This is an optimization exercise on Yosys and OpenROAD, whose aim is small area and a short achievable clock period, not a production implementation.
At most, simulation tests tie the RTL to the original design; equivalence was not proved.
Power is estimated from default activity; no workload was simulated.

==> exp/raven <==
// seq_top
module seq_top (
   input  wire logic               clock,
   input  wire logic               reset,
   input  wire logic               run,
   input  wire logic               prog_wen,
   input  wire seq_pkg::seq_addr_t prog_addr,
   input  wire seq_pkg::seq_inst_t prog_data,
   input  wire seq_pkg::seq_byte_t ireg_0,
   input  wire seq_pkg::seq_byte_t ireg_1,
   input  wire seq_pkg::seq_byte_t ireg_2,
   input  wire seq_pkg::seq_byte_t ireg_3,
   output seq_pkg::seq_addr_t      pc,
   output logic                    error,
   output seq_pkg::seq_cmd_t       chan_0,
   output seq_pkg::seq_cmd_t       chan_1,
   output seq_pkg::seq_cmd_t       chan_2,
   output seq_pkg::seq_cmd_t       chan_3,
   output seq_pkg::seq_cmd_t       chan_4,
   output seq_pkg::seq_cmd_t       chan_5,
   output seq_pkg::seq_cmd_t       chan_6,
   output seq_pkg::seq_cmd_t       chan_7,
   output seq_pkg::seq_chan_mask_t chan_strobe
);
==> module seq_wr_dec, before the edit <==
module seq_wr_dec (
   input  wire logic lo,
   input  wire logic hi,
   input  wire logic lo_n,
   input  wire logic hi_n,
   output logic      hold,
   output logic      we
);
   assign hold = ~(lo & hi);
   assign we   = ~(lo_n | hi_n);
endmodule
==> module seq_rd_dec, before the edit <==
module seq_rd_dec (
   input  wire logic lo_n,
   input  wire logic hi_n,
   output logic      sel
);
   assign sel = ~(lo_n | hi_n);
endmodule
==> module seq_program_memory, before the edit <==
module seq_program_memory (
   input  wire logic               clock,
   input  wire logic               prog_wen,
   input  wire seq_pkg::seq_addr_t prog_addr,
   input  wire seq_pkg::seq_inst_t prog_data,
   input  wire logic [15:0]        fetch_lo_n,
   input  wire logic [15:0]        fetch_hi_n,
   output seq_pkg::seq_inst_t      inst
);
   localparam int depth = seq_pkg::seq_prog_depth;
   logic [15:0] wlo, whi, wlo_n, whi_n;
   always_comb begin
      for (int j = 0; j < 16; j++) begin
         wlo[j]   = prog_wen & (prog_addr[3:0] == j[3:0]);
         whi[j]   = (prog_addr[7:4] == j[3:0]);
         wlo_n[j] = ~wlo[j];
         whi_n[j] = ~whi[j];
      end
   end
   logic [11:0]      word_q [depth];
   logic [depth-1:0] sel;
   logic [depth-1:0] col    [12];
   for (genvar i = 0; i < depth; i++) begin : g_word
      logic hold, we;
      seq_wr_dec u_wdec (
         .lo   (wlo[i%16]),
         .hi   (whi[i/16]),
         .lo_n (wlo_n[i%16]),
         .hi_n (whi_n[i/16]),
         .hold (hold),
         .we   (we)
      );
      seq_rd_dec u_rdec (
         .lo_n (fetch_lo_n[i%16]),
         .hi_n (fetch_hi_n[i/16]),
         .sel  (sel[i])
      );
      seq_mem_word u_word (
         .clock (clock),
         .hold  (hold),
         .we    (we),
         .d     (prog_data),
         .q     (word_q[i])
      );
      for (genvar b = 0; b < 12; b++) begin : g_col
         assign col[b][i] = word_q[i][b];
      end
   end
   for (genvar b = 0; b < 12; b++) begin : g_read
      seq_rd_column u_col (
         .sel  (sel),
         .bits (col[b]),
         .y    (inst[b])
      );
   end
endmodule
Settings: LEC_CHECK=0, CAP_MARGIN=20, CELL_PAD_IN_SITES_DETAIL_PLACEMENT=1, CELL_PAD_IN_SITES_GLOBAL_PLACEMENT=1, CORE_MARGIN=2, CORE_UTILIZATION=40, SETUP_SLACK_MARGIN=2.8, SLEW_MARGIN=20, SYNTH_HIERARCHICAL=1, TNS_END_PERCENT=5; clock period 6.0 ns.
run.sh (not shown) runs the stock make flow with config.mk's settings and CLKGATE_MAP_FILE= SYNTH_SCRIPT=/design/flow/synth_recipe.tcl, a recipe that flattens the netlist after the stock synthesis.
==> exp/lagoon: changes against exp/raven <==
--- a/flow/design.v
+++ b/flow/design.v
@@ -75,20 +75,14 @@
 );
    logic [3:0] l1_n;
    for (genvar i = 0; i < 4; i++) begin : g_l1
       assign l1_n[i] = ~((s[2*i] & a[2*i]) | (s[2*i+1] & a[2*i+1]));
    end
    assign y = ~&l1_n;
 endmodule
-module seq_rd_nand4 (
-   input  wire logic [3:0] a,
-   output logic            y
-);
-   assign y = ~&a;
-endmodule
 module seq_rd_nor2 (
    input  wire logic [1:0] a,
    output logic            y
 );
    assign y = ~|a;
 endmodule
 module seq_rd_nand2 (
@@ -96,33 +90,37 @@
    output logic            y
 );
    assign y = ~&a;
 endmodule
 module seq_rd_column (
    input  wire logic [255:0] sel,
    input  wire logic [255:0] bits,
-   output logic              y
+   output logic              y_n
 );
    logic [31:0]  l2;     
    logic [15:0]  l3_n;   
-   logic [3:0]   l4;     
-   logic [1:0]   l5_n;   
+   logic [7:0]   l4;     
+   logic [3:0]   l5_n;   
+   logic [1:0]   l6;     
    for (genvar i = 0; i < 32; i++) begin : g_l2
       seq_rd_oct u (.s (sel[8*i+7:8*i]), .a (bits[8*i+7:8*i]), .y (l2[i]));
    end
    for (genvar i = 0; i < 16; i++) begin : g_l3
       seq_rd_nor2 u (.a (l2[2*i+1:2*i]), .y (l3_n[i]));
    end
-   for (genvar i = 0; i < 4; i++) begin : g_l4
-      seq_rd_nand4 u (.a (l3_n[4*i+3:4*i]), .y (l4[i]));
+   for (genvar i = 0; i < 8; i++) begin : g_l4
+      seq_rd_nand2 u (.a (l3_n[2*i+1:2*i]), .y (l4[i]));
    end
-   for (genvar i = 0; i < 2; i++) begin : g_l5
+   for (genvar i = 0; i < 4; i++) begin : g_l5
       seq_rd_nor2 u (.a (l4[2*i+1:2*i]), .y (l5_n[i]));
    end
-   seq_rd_nand2 u_l6 (.a (l5_n), .y (y));
+   for (genvar i = 0; i < 2; i++) begin : g_l6
+      seq_rd_nand2 u (.a (l5_n[2*i+1:2*i]), .y (l6[i]));
+   end
+   seq_rd_nor2 u_l7 (.a (l6), .y (y_n));
 endmodule
 module seq_wr_dec (
    input  wire logic lo,
    input  wire logic hi,
    input  wire logic lo_n,
    input  wire logic hi_n,
    output logic      hold,
@@ -141,15 +139,15 @@
 module seq_program_memory (
    input  wire logic               clock,
    input  wire logic               prog_wen,
    input  wire seq_pkg::seq_addr_t prog_addr,
    input  wire seq_pkg::seq_inst_t prog_data,
    input  wire logic [15:0]        fetch_lo_n,
    input  wire logic [15:0]        fetch_hi_n,
-   output seq_pkg::seq_inst_t      inst
+   output seq_pkg::seq_inst_t      inst_n
 );
    localparam int depth = seq_pkg::seq_prog_depth;
    logic [15:0] wlo, whi, wlo_n, whi_n;
    always_comb begin
       for (int j = 0; j < 16; j++) begin
          wlo[j]   = prog_wen & (prog_addr[3:0] == j[3:0]);
          whi[j]   = (prog_addr[7:4] == j[3:0]);
@@ -186,25 +184,25 @@
          assign col[b][i] = word_q[i][b];
       end
    end
    for (genvar b = 0; b < 12; b++) begin : g_read
       seq_rd_column u_col (
          .sel  (sel),
          .bits (col[b]),
-         .y    (inst[b])
+         .y_n  (inst_n[b])
       );
    end
 endmodule
 `default_nettype wire
 `timescale 1ns/1ps
 `default_nettype none
 module seq_core (
    input  wire logic               clock,
    input  wire logic               reset,
-   input  wire seq_pkg::seq_inst_t inst,
+   input  wire seq_pkg::seq_inst_t inst_n,
    input  wire logic               inst_en,
    input  wire seq_pkg::seq_byte_t ireg_0,
    input  wire seq_pkg::seq_byte_t ireg_1,
    input  wire seq_pkg::seq_byte_t ireg_2,
    input  wire seq_pkg::seq_byte_t ireg_3,
    output seq_pkg::seq_addr_t      next,
    output logic [15:0]             next_lo_n,
@@ -213,35 +211,52 @@
    output seq_pkg::seq_chan_mask_t oreg_wen,
    output logic                    error
 );
    logic                    c_rdy, c_err;
    seq_pkg::seq_byte_t      c_transfer;
    seq_pkg::seq_addr_t      c_addr;
    logic [15:0]             c_lo_n, c_hi_n;
+   seq_pkg::seq_inst_t      inst;
    logic [3:0]              opcode;
    seq_pkg::seq_byte_t      imm;
    logic [1:0]              src;
    logic [3:0]              cmd;
    logic [2:0]              dst;
    seq_pkg::seq_byte_t      ireg_mux;
    logic                    transfer_zero;
    logic                    ready, exec;
+   assign inst   = ~inst_n;
    assign opcode = inst[11:8];
    assign imm    = inst[7:0];
    assign src    = inst[5:4];
    assign cmd    = inst[7:4];
    assign dst    = inst[2:0];
    always_comb begin
       case (src)
          2'd0:    ireg_mux = ireg_0;
          2'd1:    ireg_mux = ireg_1;
          2'd2:    ireg_mux = ireg_2;
          default: ireg_mux = ireg_3;
       endcase
    end
+   logic [15:0] ir_lo [4];
+   logic [15:0] ir_hi [4];
+   logic [3:0]  ir_eq;
+   assign ir_lo[0] = 16'd1 << ireg_0[3:0];
+   assign ir_lo[1] = 16'd1 << ireg_1[3:0];
+   assign ir_lo[2] = 16'd1 << ireg_2[3:0];
+   assign ir_lo[3] = 16'd1 << ireg_3[3:0];
+   assign ir_hi[0] = 16'd1 << ireg_0[7:4];
+   assign ir_hi[1] = 16'd1 << ireg_1[7:4];
+   assign ir_hi[2] = 16'd1 << ireg_2[7:4];
+   assign ir_hi[3] = 16'd1 << ireg_3[7:4];
+   assign ir_eq[0] = (c_transfer == ireg_0);
+   assign ir_eq[1] = (c_transfer == ireg_1);
+   assign ir_eq[2] = (c_transfer == ireg_2);
+   assign ir_eq[3] = (c_transfer == ireg_3);
    assign transfer_zero = (c_transfer == 8'd0);
    assign ready         = c_rdy & ~c_err;
    assign exec          = ready & inst_en;
    logic op_ldi, op_ldr, op_wr, op_cmd, op_eqi, op_eqr;
    logic jump_imm, jump_reg, illegal;
    assign op_ldi   = (opcode == seq_pkg::op_ldi);
    assign op_ldr   = (opcode == seq_pkg::op_ldr);
@@ -256,16 +271,16 @@
    assign pc_imm  = exec & jump_imm;
    assign pc_reg  = exec & jump_reg;
    assign pc_inc  = exec & ~jump_imm & ~jump_reg & ~illegal;
    assign pc_hold = ready & ~inst_en;
    logic [15:0] imm_lo, imm_hi, reg_lo, reg_hi;
    assign imm_lo = 16'd1 << imm[3:0];
    assign imm_hi = 16'd1 << imm[7:4];
-   assign reg_lo = 16'd1 << ireg_mux[3:0];
-   assign reg_hi = 16'd1 << ireg_mux[7:4];
+   assign reg_lo = ir_lo[src];
+   assign reg_hi = ir_hi[src];
    logic [15:0] lo, hi, lo_inc, hi_inc;
    assign lo     = ~c_lo_n;
    assign hi     = ~c_hi_n;
    assign lo_inc = {lo[14:0], lo[15]};
    assign hi_inc = lo[15] ? {hi[14:0], hi[15]} : hi;
    seq_pkg::seq_addr_t n_addr;
    logic [15:0]        n_lo, n_hi;
@@ -294,15 +309,15 @@
       end else if (op_ldi) begin
          n_transfer = imm;
       end else if (op_ldr) begin
          n_transfer = ireg_mux;
       end else if (op_eqi) begin
          n_transfer = {7'd0, c_transfer == imm};
       end else if (op_eqr) begin
-         n_transfer = {7'd0, c_transfer == ireg_mux};
+         n_transfer = {7'd0, ir_eq[src]};
       end else begin
          n_transfer = c_transfer;
       end
    end
    logic n_err, n_rdy;
    assign n_err = c_err | (c_rdy & exec & illegal);
    assign n_rdy = ~n_err;
@@ -396,33 +411,33 @@
    output seq_pkg::seq_cmd_t       chan_4,
    output seq_pkg::seq_cmd_t       chan_5,
    output seq_pkg::seq_cmd_t       chan_6,
    output seq_pkg::seq_cmd_t       chan_7,
    output seq_pkg::seq_chan_mask_t chan_strobe
 );
    logic                    inst_en;
-   seq_pkg::seq_inst_t      inst;
+   seq_pkg::seq_inst_t      inst_n;
    seq_pkg::seq_cmd_t       oreg;
    seq_pkg::seq_chan_mask_t oreg_wen;
    logic [15:0]             fetch_lo_n;
    logic [15:0]             fetch_hi_n;
    assign inst_en = run & ~prog_wen;   
    seq_program_memory seq_program_memory_inst (
       .clock      (clock),
       .prog_wen   (prog_wen),
       .prog_addr  (prog_addr),
       .prog_data  (prog_data),
       .fetch_lo_n (fetch_lo_n),
       .fetch_hi_n (fetch_hi_n),
-      .inst       (inst)
+      .inst_n     (inst_n)
    );
    seq_core seq_core_inst (
       .clock    (clock),
       .reset    (reset),
-      .inst     (inst),
+      .inst_n   (inst_n),
       .inst_en  (inst_en),
       .ireg_0   (ireg_0),
       .ireg_1   (ireg_1),
       .ireg_2   (ireg_2),
       .ireg_3   (ireg_3),
       .next      (pc),
       .next_lo_n (fetch_lo_n),
==> flow/config.mk (replaced) <==
export PLATFORM = sky130hd
export DESIGN_NAME = seq_top
export DESIGN_NICKNAME = seq_top
export VERILOG_FILES = /design/flow/design.v
export SDC_FILE = /design/flow/constraint.sdc
export NUM_CORES = 4
export LEC_CHECK = 0
export CAP_MARGIN = 20
export CELL_PAD_IN_SITES_DETAIL_PLACEMENT = 1
export CORE_MARGIN = 2
export CORE_UTILIZATION = 40
export CTS_CLUSTER_DIAMETER = 100
export CTS_CLUSTER_SIZE = 20
export SETUP_SLACK_MARGIN = 2.8
export SLEW_MARGIN = 20
export SYNTH_HIERARCHICAL = 1
export TNS_END_PERCENT = 10
==> exp/indigo: changes against exp/raven <==
--- a/flow/design.v
+++ b/flow/design.v
@@ -116,72 +116,40 @@
       seq_rd_nand4 u (.a (l3_n[4*i+3:4*i]), .y (l4[i]));
    end
    for (genvar i = 0; i < 2; i++) begin : g_l5
       seq_rd_nor2 u (.a (l4[2*i+1:2*i]), .y (l5_n[i]));
    end
    seq_rd_nand2 u_l6 (.a (l5_n), .y (y));
 endmodule
-module seq_wr_dec (
-   input  wire logic lo,
-   input  wire logic hi,
-   input  wire logic lo_n,
-   input  wire logic hi_n,
-   output logic      hold,
-   output logic      we
-);
-   assign hold = ~(lo & hi);
-   assign we   = ~(lo_n | hi_n);
-endmodule
-module seq_rd_dec (
-   input  wire logic lo_n,
-   input  wire logic hi_n,
-   output logic      sel
-);
-   assign sel = ~(lo_n | hi_n);
-endmodule
 module seq_program_memory (
    input  wire logic               clock,
    input  wire logic               prog_wen,
    input  wire seq_pkg::seq_addr_t prog_addr,
    input  wire seq_pkg::seq_inst_t prog_data,
    input  wire logic [15:0]        fetch_lo_n,
    input  wire logic [15:0]        fetch_hi_n,
    output seq_pkg::seq_inst_t      inst
 );
    localparam int depth = seq_pkg::seq_prog_depth;
-   logic [15:0] wlo, whi, wlo_n, whi_n;
+   logic [15:0] wlo, whi;
    always_comb begin
       for (int j = 0; j < 16; j++) begin
-         wlo[j]   = prog_wen & (prog_addr[3:0] == j[3:0]);
-         whi[j]   = (prog_addr[7:4] == j[3:0]);
-         wlo_n[j] = ~wlo[j];
-         whi_n[j] = ~whi[j];
+         wlo[j] = prog_wen & (prog_addr[3:0] == j[3:0]);
+         whi[j] = (prog_addr[7:4] == j[3:0]);
       end
    end
    logic [11:0]      word_q [depth];
    logic [depth-1:0] sel;
    logic [depth-1:0] col    [12];
    for (genvar i = 0; i < depth; i++) begin : g_word
-      logic hold, we;
-      seq_wr_dec u_wdec (
-         .lo   (wlo[i%16]),
-         .hi   (whi[i/16]),
-         .lo_n (wlo_n[i%16]),
-         .hi_n (whi_n[i/16]),
-         .hold (hold),
-         .we   (we)
-      );
-      seq_rd_dec u_rdec (
-         .lo_n (fetch_lo_n[i%16]),
-         .hi_n (fetch_hi_n[i/16]),
-         .sel  (sel[i])
-      );
+      wire we = whi[i/16] & wlo[i%16];
+      assign sel[i] = ~(fetch_hi_n[i/16] | fetch_lo_n[i%16]);
       seq_mem_word u_word (
          .clock (clock),
-         .hold  (hold),
+         .hold  (~we),
          .we    (we),
          .d     (prog_data),
          .q     (word_q[i])
       );
       for (genvar b = 0; b < 12; b++) begin : g_col
          assign col[b][i] = word_q[i][b];
       end
==> flow/config.mk (replaced) <==
export PLATFORM = sky130hd
export DESIGN_NAME = seq_top
export DESIGN_NICKNAME = seq_top
export VERILOG_FILES = /design/flow/design.v
export SDC_FILE = /design/flow/constraint.sdc
export NUM_CORES = 4
export LEC_CHECK = 0
export CAP_MARGIN = 20
export CORE_MARGIN = 2
export CORE_UTILIZATION = 40
export SETUP_SLACK_MARGIN = 2.8
export SLEW_MARGIN = 20
export SYNTH_HIERARCHICAL = 1
==> impl_results.rst <==
.. list-table::
   :header-rows: 1

   * - Metric
     - Value
   * - Result of the run
     - complete, no violations
   * - Post-synthesis sequential area ratio
     - 56.8%
   * - Count of synthesis-stage warnings from yosys
     - 14
   * - LEAKAGE
     - 51.8 nW
   * - Drt via density
     - 6.74
   * - Std-Cell Rows
     - 195
That was exp/raven.
==> impl_results.rst <==
.. list-table::
   :header-rows: 1

   * - Metric
     - Value
   * - LEAKAGE
     - 48.7 nW
   * - Drt via density
     - 7.06
   * - Std-Cell Rows
     - 196
   * - Count of synthesis-stage warnings from yosys
     - 16
   * - Result of the run
     - complete, no violations
That was exp/lagoon.
==> impl_results.rst <==
.. list-table::
   :header-rows: 1

   * - Metric
     - Value
   * - Std-Cell Rows
     - 197
   * - Result of the run
     - complete, no violations
   * - Kind of launch point of the worst setup path
     - flop
   * - LEAKAGE
     - 51.9 nW
   * - Met1 usage
     - 42.2%
   * - Count of synthesis-stage warnings from yosys
     - 14
   * - Drt via density
     - 6.94
   * - Placeable Area
     - 0.288 mm^2
   * - Post-synthesis sequential area ratio
     - 55.8%
That was exp/indigo.
For exp/indigo, only the layout was checked, not whether the RTL still works.

## what the ideal ports hide
No port has a modelled driver above. Below, the same layouts with a new extraction and two added sets of constraints.
Step 1 sets driving cells, clkbuf_16 on the clock port and buf_2 on the other inputs (assumed; they add their load-dependent delay and slew).
Step 2 times the ports against the registers' clock, not the clock port: input delays grow and output delays shrink by t, the midpoint of the rising clock arrivals with the driver on.
Slacks: ideal ports / drivers / drivers and shift; pairs: ideal ports / drivers.
run	shift t [ns]	setup slack, ns	worst setup path after step 2	worst slew at a driven data input, ns
exp/raven	1.029	1.593 / 1.593 / 0.960	input to register	0.14
exp/lagoon	1.004	1.827 / 1.827 / 1.258	input to register	0.16
exp/indigo	1.034	1.665 / 1.665 / 1.639	input to register	0.16
After both steps every run listed still meets setup and hold. For exp/raven, which loses most, drivers alone change the setup slack by 0.000 ns; drivers and shift together by -0.633 ns.
